From an optimization exercise on the open Yosys and OpenROAD flow, aimed at small area, a short achievable clock period and few clock cycles per item; shortcuts taken in it are not production practice. Only simulation tests tie the RTL to the original design; equivalence was not proved.

`flow/run.sh`:
```
#!/bin/bash
# synth_recipe.tcl (not shown) runs the flow's synth.tcl, then flattens the netlist and writes it again
# the make line also repeats each setting of config.mk as NAME=value (left out here)
make -C /OpenROAD-flow-scripts/flow DESIGN_CONFIG=/design/flow/config.mk WORK_HOME=/design/flow/orfs CLKGATE_MAP_FILE= SYNTH_SCRIPT=/design/flow/synth_recipe.tcl finish
```
`flow/config.mk`:
```
export PLATFORM = sky130hd
export DESIGN_NAME = container_pool_allocator
export DESIGN_NICKNAME = container_pool_allocator
export VERILOG_FILES = /design/flow/design.v
export SDC_FILE = /design/flow/constraint.sdc
export NUM_CORES = 4
export LEC_CHECK = 0
export CAP_MARGIN = 20
export CORE_MARGIN = 2
export CORE_UTILIZATION = 40
export SLEW_MARGIN = 20
```
`flow/constraint.sdc`:
```
create_clock -name core_clock -period 8.0 [get_ports {clock}]
set_input_delay 1.6000 -clock core_clock [delete_from_list [all_inputs] [get_ports {clock}]]
set_output_delay 1.6000 -clock core_clock [all_outputs]
set_load 0.01 [all_outputs]
```
`flow/design.v`:
```
`timescale 1ns / 1ps
`default_nettype none
package cpa_pkg;
   localparam int MAX_CONTAINERS = 16;
   localparam int BUFFER_BYTES   = 4096;
   localparam int HEADER_BYTES   = 16;
   localparam int ID_W  = $clog2(MAX_CONTAINERS);
   localparam int OFF_W = 12;
   localparam int BYT_W = 13;
   localparam logic [1:0] ST_CREATED = 2'd0;
   localparam logic [1:0] ST_FREED   = 2'd1;
   localparam logic [1:0] ST_REJECT  = 2'd2;
   localparam logic ACT_CREATE = 1'b0;
   localparam logic ACT_FREE   = 1'b1;
   typedef struct packed {
      logic [OFF_W-1:0] offset;
      logic [BYT_W-1:0] bytes;
   } entry_type;
endpackage
`default_nettype wire
`timescale 1ns / 1ps
`default_nettype none
module container_pool_allocator (
   input  wire logic                      clock,
   input  wire logic                      reset,
   input  wire logic                      req_valid,
   output logic                           req_ready,
   input  wire logic                      req_action,
   input  wire logic [15:0]               req_elem_count,
   input  wire logic [15:0]               req_elem_size,
   input  wire logic [3:0]                req_container_id,
   output logic                           rsp_valid,
   input  wire logic                      rsp_ready,
   output logic [1:0]                     rsp_status,
   output logic [3:0]                     rsp_result_id,
   output logic [11:0]                    rsp_region_offset
);
   localparam int NC = cpa_pkg::MAX_CONTAINERS;
   localparam int CW = cpa_pkg::ID_W + 1;
   localparam logic [cpa_pkg::BYT_W:0] LIMIT = (cpa_pkg::BYT_W+1)'(cpa_pkg::BUFFER_BYTES - cpa_pkg::HEADER_BYTES);
   localparam logic [cpa_pkg::BYT_W:0] HDR   = (cpa_pkg::BYT_W+1)'(cpa_pkg::HEADER_BYTES);
   localparam logic [cpa_pkg::BYT_W:0] BUF   = (cpa_pkg::BYT_W+1)'(cpa_pkg::BUFFER_BYTES);
   localparam logic [3:0] S_IDLE  = 4'd0;
   localparam logic [3:0] S_MUL   = 4'd1;
   localparam logic [3:0] S_SCAN  = 4'd2;   
   localparam logic [3:0] S_SCHK  = 4'd3;   
   localparam logic [3:0] S_SPLIT = 4'd4;   
   localparam logic [3:0] S_MSRCH = 4'd5;   
   localparam logic [3:0] S_MCHK  = 4'd6;
   localparam logic [3:0] S_MWB   = 4'd7;   
   localparam logic [3:0] S_FRD   = 4'd8;
   localparam logic [3:0] S_FCHK  = 4'd9;
   localparam logic [3:0] S_TOP   = 4'd10;
   localparam logic [3:0] S_TAKE  = 4'd11;  
   localparam logic [3:0] S_RSP   = 4'd12;
   logic [cpa_pkg::OFF_W+cpa_pkg::BYT_W-1:0] mem [0:NC-1];
   cpa_pkg::entry_type rd_ff;
   logic [cpa_pkg::ID_W-1:0] ra;
   logic            we;
   logic [cpa_pkg::ID_W-1:0] wa;
   cpa_pkg::entry_type       wd;
   always_ff @(posedge clock) begin
      if (we) mem[wa] <= wd;
      rd_ff <= mem[ra];
   end
   logic [NC-1:0] pres_ff, pres_in, free_ff, free_in;
   logic [cpa_pkg::BYT_W-1:0] top_ff, top_in;
   logic [3:0] st_ff, st_in;
   logic [15:0] cnt_ff, cnt_in, sz_ff, sz_in;
   logic [cpa_pkg::ID_W-1:0] cid_ff, cid_in;
   logic [cpa_pkg::BYT_W:0] need_ff, need_in;
   logic [CW-1:0] scan_ff, scan_in, k_ff, k_in;
   logic [cpa_pkg::ID_W-1:0] head_ff, head_in, reuse_ff, reuse_in;
   logic [cpa_pkg::BYT_W:0] hbytes_ff, hbytes_in, nxt_ff, nxt_in;
   logic [cpa_pkg::OFF_W-1:0] hoff_ff, hoff_in;
   logic       mret_ff, mret_in;  
   logic [1:0] stat_ff, stat_in;
   logic [3:0] rid_ff, rid_in;
   logic [11:0] roff_ff, roff_in;
   logic [31:0] prod_ff, prod_in;
   logic [cpa_pkg::ID_W-1:0] spare;
   logic            spare_ok;
   always_comb begin
      spare = '0;
      spare_ok = 1'b0;
      for (int i = NC-1; i >= 0; i--) begin
         if (!pres_ff[i]) begin
            spare = cpa_pkg::ID_W'(i);
            spare_ok = 1'b1;
         end
      end
   end
   assign req_ready = (st_ff == S_IDLE);
   assign rsp_valid = (st_ff == S_RSP);
   assign rsp_status = stat_ff;
   assign rsp_result_id = rid_ff;
   assign rsp_region_offset = roff_ff;
   always_comb begin
      logic [cpa_pkg::BYT_W:0] ebytes, tail;
      logic [cpa_pkg::BYT_W:0] eend;
      st_in = st_ff; cnt_in = cnt_ff; sz_in = sz_ff; cid_in = cid_ff;
      need_in = need_ff; scan_in = scan_ff; k_in = k_ff; head_in = head_ff;
      reuse_in = reuse_ff; hbytes_in = hbytes_ff; nxt_in = nxt_ff; hoff_in = hoff_ff;
      mret_in = mret_ff; stat_in = stat_ff; rid_in = rid_ff; roff_in = roff_ff;
      pres_in = pres_ff; free_in = free_ff; top_in = top_ff; prod_in = prod_ff;
      ra = scan_ff[cpa_pkg::ID_W-1:0]; we = 1'b0; wa = '0; wd = '0;
      ebytes = {1'b0, rd_ff.bytes};
      tail = ebytes - HDR - need_ff;
      eend = (cpa_pkg::BYT_W+1)'(rd_ff.offset) + HDR + ebytes;
      unique case (st_ff)
         S_IDLE: if (req_valid) begin
            cnt_in = req_elem_count; sz_in = req_elem_size;
            cid_in = req_container_id;
            stat_in = cpa_pkg::ST_REJECT; rid_in = '0; roff_in = '0;
            if (req_action == cpa_pkg::ACT_FREE) begin
               if (pres_ff[req_container_id]) st_in = S_FRD;
               else st_in = S_RSP;
            end else st_in = S_MUL;
         end
         S_MUL: begin
            prod_in = cnt_ff * sz_ff;
            scan_in = '0;
            if (cnt_ff == 16'd0 || sz_ff == 16'd0) st_in = S_RSP;
            else st_in = S_SCAN;
         end
         S_SCAN: begin
            if (scan_ff == CW'(NC)) st_in = S_TOP;
            else if (scan_ff == '0 && prod_ff > 32'(LIMIT)) st_in = S_RSP;
            else begin
               need_in = prod_ff[cpa_pkg::BYT_W:0];
               if (pres_ff[scan_ff[cpa_pkg::ID_W-1:0]] && free_ff[scan_ff[cpa_pkg::ID_W-1:0]]) begin
                  ra = scan_ff[cpa_pkg::ID_W-1:0];
                  st_in = S_SCHK;
               end else scan_in = scan_ff + 1'b1;
            end
         end
         S_SCHK: begin
            reuse_in = scan_ff[cpa_pkg::ID_W-1:0];
            if (ebytes == need_ff) begin
               hoff_in = rd_ff.offset;
               st_in = S_TAKE;
            end else if (ebytes >= need_ff + HDR + 1'b1 && spare_ok) begin
               hoff_in = rd_ff.offset;
               head_in = spare;
               hbytes_in = tail;
               nxt_in = eend;  
               st_in = S_SPLIT;
            end else begin
               scan_in = scan_ff + 1'b1;
               st_in = S_SCAN;
            end
         end
         S_SPLIT: begin
            we = 1'b1; wa = head_ff;
            wd.offset = cpa_pkg::OFF_W'((cpa_pkg::BYT_W+1)'(hoff_ff) + HDR + need_ff);
            wd.bytes = hbytes_ff[cpa_pkg::BYT_W-1:0];
            hoff_in = wd.offset;  
            pres_in[head_ff] = 1'b1; free_in[head_ff] = 1'b1;
            mret_in = 1'b1; k_in = '0;
            st_in = S_MSRCH;
         end
         S_MSRCH: begin
            if (nxt_ff >= {1'b0, top_ff} || k_ff == CW'(NC)) st_in = S_MWB;
            else if (pres_ff[k_ff[cpa_pkg::ID_W-1:0]] && free_ff[k_ff[cpa_pkg::ID_W-1:0]]) begin
               ra = k_ff[cpa_pkg::ID_W-1:0];
               st_in = S_MCHK;
            end else k_in = k_ff + 1'b1;
         end
         S_MCHK: begin
            if ((cpa_pkg::BYT_W+1)'(rd_ff.offset) == nxt_ff) begin
               hbytes_in = hbytes_ff + ebytes + HDR;
               nxt_in = nxt_ff + HDR + ebytes;
               if (k_ff[cpa_pkg::ID_W-1:0] != head_ff) pres_in[k_ff[cpa_pkg::ID_W-1:0]] = 1'b0;
               k_in = '0;
            end else k_in = k_ff + 1'b1;
            st_in = S_MSRCH;
         end
         S_MWB: begin
            we = 1'b1; wa = head_ff;
            wd.offset = hoff_ff; wd.bytes = hbytes_ff[cpa_pkg::BYT_W-1:0];
            if (mret_ff) begin
               ra = reuse_ff;
               st_in = S_TAKE;
            end else begin
               stat_in = cpa_pkg::ST_FREED;
               st_in = S_RSP;
            end
         end
         S_FRD: begin
            ra = cid_ff; st_in = S_FCHK;
         end
         S_FCHK: begin
            if (eend == {1'b0, top_ff}) begin
               top_in = cpa_pkg::BYT_W'(rd_ff.offset);
               pres_in[cid_ff] = 1'b0; free_in[cid_ff] = 1'b0;
               stat_in = cpa_pkg::ST_FREED;
               st_in = S_RSP;
            end else begin
               free_in[cid_ff] = 1'b1;
               head_in = cid_ff; hoff_in = rd_ff.offset; hbytes_in = ebytes;
               nxt_in = eend; mret_in = 1'b0; k_in = '0;
               st_in = S_MSRCH;
            end
         end
         S_TOP: begin
            if (BUF - {1'b0, top_ff} >= HDR + need_ff && spare_ok) begin
               we = 1'b1; wa = spare;
               wd.offset = top_ff[cpa_pkg::OFF_W-1:0]; wd.bytes = need_ff[cpa_pkg::BYT_W-1:0];
               pres_in[spare] = 1'b1; free_in[spare] = 1'b0;
               top_in = cpa_pkg::BYT_W'({1'b0, top_ff} + HDR + need_ff);
               stat_in = cpa_pkg::ST_CREATED; rid_in = 4'(spare); roff_in = top_ff[11:0];
            end
            st_in = S_RSP;
         end
         S_TAKE: begin
            we = 1'b1; wa = reuse_ff;
            wd.offset = rd_ff.offset;
            wd.bytes = need_ff[cpa_pkg::BYT_W-1:0];
            free_in[reuse_ff] = 1'b0;
            stat_in = cpa_pkg::ST_CREATED; rid_in = 4'(reuse_ff);
            roff_in = rd_ff.offset;
            st_in = S_RSP;
         end
         S_RSP: if (rsp_ready) st_in = S_IDLE;
         default: st_in = S_IDLE;
      endcase
   end
   always_ff @(posedge clock) begin
      if (reset) begin
         st_ff <= S_IDLE; pres_ff <= '0; free_ff <= '0; top_ff <= '0;
      end else begin
         st_ff <= st_in; pres_ff <= pres_in; free_ff <= free_in; top_ff <= top_in;
      end
      cnt_ff <= cnt_in; sz_ff <= sz_in; cid_ff <= cid_in;
      need_ff <= need_in; scan_ff <= scan_in; k_ff <= k_in; head_ff <= head_in;
      reuse_ff <= reuse_in; hbytes_ff <= hbytes_in; nxt_ff <= nxt_in;
      hoff_ff <= hoff_in; mret_ff <= mret_in; stat_ff <= stat_in; rid_ff <= rid_in;
      roff_ff <= roff_in; prod_ff <= prod_in;
   end
endmodule
`default_nettype wire
```
==> results.txt <==
-- kinds of logic after synthesis --
| logic type | Yosys count | share of synthesized area |
|---|---|---|
| simple gates | 997 | 0.114 |
| compound gates | 689 | 0.109 |
| flops | 632 | 0.437 |
| buf+inv | 521 | 0.0482 |
| fa+ha+maj | 509 | 0.189 |
| mux | 271 | 0.0707 |
| xor+xnor | 155 | 0.0328 |
-- worst max-delay path by stage --
stage                             start                     to  slack, ps  depth (start not counted)
CTS                  sz_ff[4]$_DFFE_PP_  prod_ff[31]$_DFFE_PP_       1270                         22
global placement     sz_ff[4]$_DFFE_PP_  prod_ff[31]$_DFFE_PP_       1330                         22
floorplan            sz_ff[1]$_DFFE_PP_  prod_ff[31]$_DFFE_PP_       1930                         22
global route        cnt_ff[9]$_DFFE_PP_  prod_ff[30]$_DFFE_PP_        900                         21
detailed placement   sz_ff[4]$_DFFE_PP_  prod_ff[31]$_DFFE_PP_       1280                         22
finish               sz_ff[4]$_DFFE_PP_  prod_ff[31]$_DFFE_PP_       1300                         22
-- flip-flops by register name, summed over array words and instances, names as in the netlist, 12 cells and up --
| register | cells |
|---|---|
| prod_ff | 32 |
| top_ff | 13 |
| mem | 400 |
| roff_ff | 12 |
| free_ff | 16 |
| nxt_ff | 14 |
| pres_ff | 16 |
| need_ff | 14 |
| sz_ff | 16 |
| rd_ff | 25 |
| cnt_ff | 16 |
| hbytes_ff | 13 |
| hoff_ff | 12 |
-- layout make-up --
class	instances	area, sq um
inverter	358	1340
tap	1380	1730
sequential	632	18200
timing repair buffer	118	1100
clock buffer	104	2000
clock inverter	29	458
multi-input combinational	2621	21700
fill	9566	57000
-- metal layers --
layer | global-route usage | part of all wire | vias to the layer above | wire (um)
li1 | - | - | 13544 | -
met1 | 0.297 | 0.44 | 14630 | 50800
met2 | 0.341 | 0.46 | 960 | 53100
met3 | 0.0305 | 0.059 | 209 | 6730
met4 | 0.0667 | 0.031 | 2 | 3600
met5 | 0 | 0.00011 | - | 13
-- cell usage in the layout (no fill, tap or decap), types with 15 or more instances in the layout --
master | Yosys | layout
a211oi_1 | 24 | 23
a21o_1 | 44 | 44
a21oi_1 | 153 | 153
a22o_1 | 21 | 21
a22oi_1 | 43 | 43
a311oi_1 | 21 | 21
a31oi_1 | 20 | 20
and2_1 | 127 | 127
and3_1 | 23 | 22
buf_4 | 3 | 53
clkbuf_1 | 115 | 25
clkbuf_16 | 0 | 73
clkdlybuf4s50_1 | 0 | 59
dfxtp_1 | 74 | 74
edfxtp_1 | 558 | 558
fa_1 | 200 | 200
ha_1 | 309 | 309
inv_1 | 355 | 355
mux2_2 | 51 | 51
mux2i_1 | 206 | 206
nand2_1 | 398 | 397
nand2b_1 | 21 | 21
nand3_1 | 64 | 64
nand4_1 | 26 | 26
nor2_1 | 179 | 157
nor2_4 | 0 | 16
nor2b_1 | 28 | 28
nor3_1 | 45 | 45
nor4_1 | 32 | 32
o211ai_1 | 20 | 20
o21a_1 | 20 | 20
o21ai_0 | 171 | 171
o21bai_1 | 15 | 15
o221ai_1 | 28 | 28
o31ai_1 | 20 | 20
xnor2_1 | 102 | 102
xor2_1 | 52 | 52
-- stage by stage --
stage / std cells / setup WS, ps / hold WS [ps] / util
after floorplan: 3774 / 1930 / 426 / -
after global routing: 5242 / 904 / 459 / 0.450
after CTS: 5240 / 1270 / 455 / 0.449
final: 5242 / 1300 / 451 / 0.450
after detailed placement: 5107 / 1280 / 438 / 0.425
after global placement: 5105 / 1330 / 445 / 0.425
==> results by group <==
Floorplan
  • Ports: 61
  • Starting Density: 0.403
  • Die Ht: 327 um
  • Die Width: 327 um
  • Die Area: 107000 sq um
  • # rows: 118
  • Core footprint: 103000 sq um

Synth
  • Ys async rst share: 0
  • Register bit total from synthesis: 632
  • Synth Net Count: 4324
  • Area leader, netlist: edfxtp_1
  • Ys Warns: 1
  • Largest cells by area after synthesis: edfxtp_1, fa_1, ha_1, mux2i_1, nand2_1
  • Most frequent cell after synthesis: edfxtp_1
  • Top post-synthesis cells by count: edfxtp_1, nand2_1, inv_1, ha_1, mux2i_1
  • Synth top area share: 0.401
  • Post-synth EDFFs: 558
  • Seq/Total Area, Yosys: 0.437
  • Ys flop type: edfxtp_1
  • Mapped Cells: 3774
  • Mapped cell area: 41700 sq um
  • Syn_area_per_cell: 11.1 sq um
  • Synth unique cells: 78

Worst setup path
  • Largest delay share family, worst path: adder cells
  • R2R Path End: prod_ff[31]$_DFFE_PP_
  • CP Class: flop to flop
  • Required time worst endpoint: 8370 ps
  • Startpoint types: flop
  • R2R Setup Slk: 1300 ps
  • CP Max Fanout: 17
  • Worst path slowest cell: edfxtp_1
  • Slowest stage delay, CP: 640 ps
  • Critical path arrival: 7070 ps
  • Worst-path cell chain: and2_1 -> fa_1 -> inv_1 -> fa_1 -> fa_1 -> inv_1 -> fa_1 -> fa_1 -> inv_1 -> fa_1 -> inv_1 -> ha_1 -> a21o_1 -> a21o_1 -> a21oi_1 -> o21ai_0 -> o211ai_1 -> a311oi_1 -> o31a_1 -> a21o_1 -> a21oi_1 -> xnor2_1
  • Top cell by count, worst path: fa_1
  • Crit path buffers/inverters: 4
  • CP endpoint kind: flop
  • RR Startpoint: sz_ff[4]$_DFFE_PP_
  • Reg2Reg Depth: 22

Global routing
  • Initial antenna violation count: 1
  • GRT Resource Usage Total: 0.212
  • First-pass GRT wire length: 175 mm
  • Vias in the first global route: 28891
  • Largest net degree at the start of global routing: 147
  • Grt total ovfl: 0

Clocking
  • Setup Fix Bufs, Post-CTS: 0
  • # hold bufs at CTS: 0
  • Max clock buf depth: 3
  • CTS tree: yes
  • Clk sink count: 632
  • Clock slew at reported path FFs: 60 ps
  • Insertion delay to the later sink of the worst-skew pair: 660 ps
  • CTS H-Tree Depth: 3
  • Num CTS Buffers: 72
  • Clock root buffer: clkbuf_16
  • Post_cts resized: 0

STA
  • Period minus WS final: 6700 ps
  • Final setup viols: 0
  • Final hold violations: 0
  • Slew headroom: 0.228
  • Worst Tran Pin Value: 1160 ps
  • Final Cycle Share: 0.838
  • F_max: 149 MHz
  • RSZ-0062 raised after global routing: false
  • Slew Limit Fails: 0
  • Setup TNS: 0 ps
  • Worst Skew: 53.7 ps

Outcome
  • Outcome: no timing/DRC/antenna violations

Routing
  • First DRT Iteration DRCs: 2683
  • Post-Route WL: 114 mm
  • Vias: 29345
  • Drt first pass iters: 6
  • DR WL/cell: 21.8 um
  • Residual DRC: 0
  • Antenna Nets Post-Route: 0
  • Vias per cell: 5.60

Final layout
  • Final net count: 4353
  • Share of cells above drive strength 1: 0.0725
  • Design Area, Final: 46500 sq um
  • # diodes: 0
  • Area growth syn-to-layout: 11.5%

Worst hold path
  • Hold Path Class: flop to flop
  • Worst Hold End: need_ff[1]$_DFFE_PP_
  • WHS Path Cells: 0
  • Hold path startpoint: prod_ff[1]$_DFFE_PP_

Flow run
  • Max-Cap Viols: 0

Place
  • RD Place Congestion: 0.963
  • Port Buffer Count: 60
  • HPWL Detailed: 79.7 mm
  • Placed cell areas: 44000 sq um
Testbench counts, summed over its fixed seeds: cycles 76,837, requests 3,200.

port drivers added, routing unchanged:
The results above use ideal ports. As a check the final layout listed here was re-extracted and re-timed, cells and wires unchanged. Step 1, drivers: a clkbuf_16 drives clock and a buf_2 each remaining input, both assumed. Step 2 also shifts input and output timing later by t, the mid clock arrival at the registers, as if the neighbouring blocks saw the same clock. a / b / c = no drivers / after step 1 / after step 2; a / b = the first two.
shift t [ns]: 0.700
setup slack, ns: 1.297 / 1.297 / 1.297
hold slack, ns: 0.451 / 0.451 / 0.451
latest minus earliest clock arrival (ns): 0.055 / 0.055
cell pins on the clock port's net: 1
After both steps setup and hold are still met in this run. For this run, drivers alone change the setup slack by 0.000 ns; drivers and shift together by 0.000 ns.
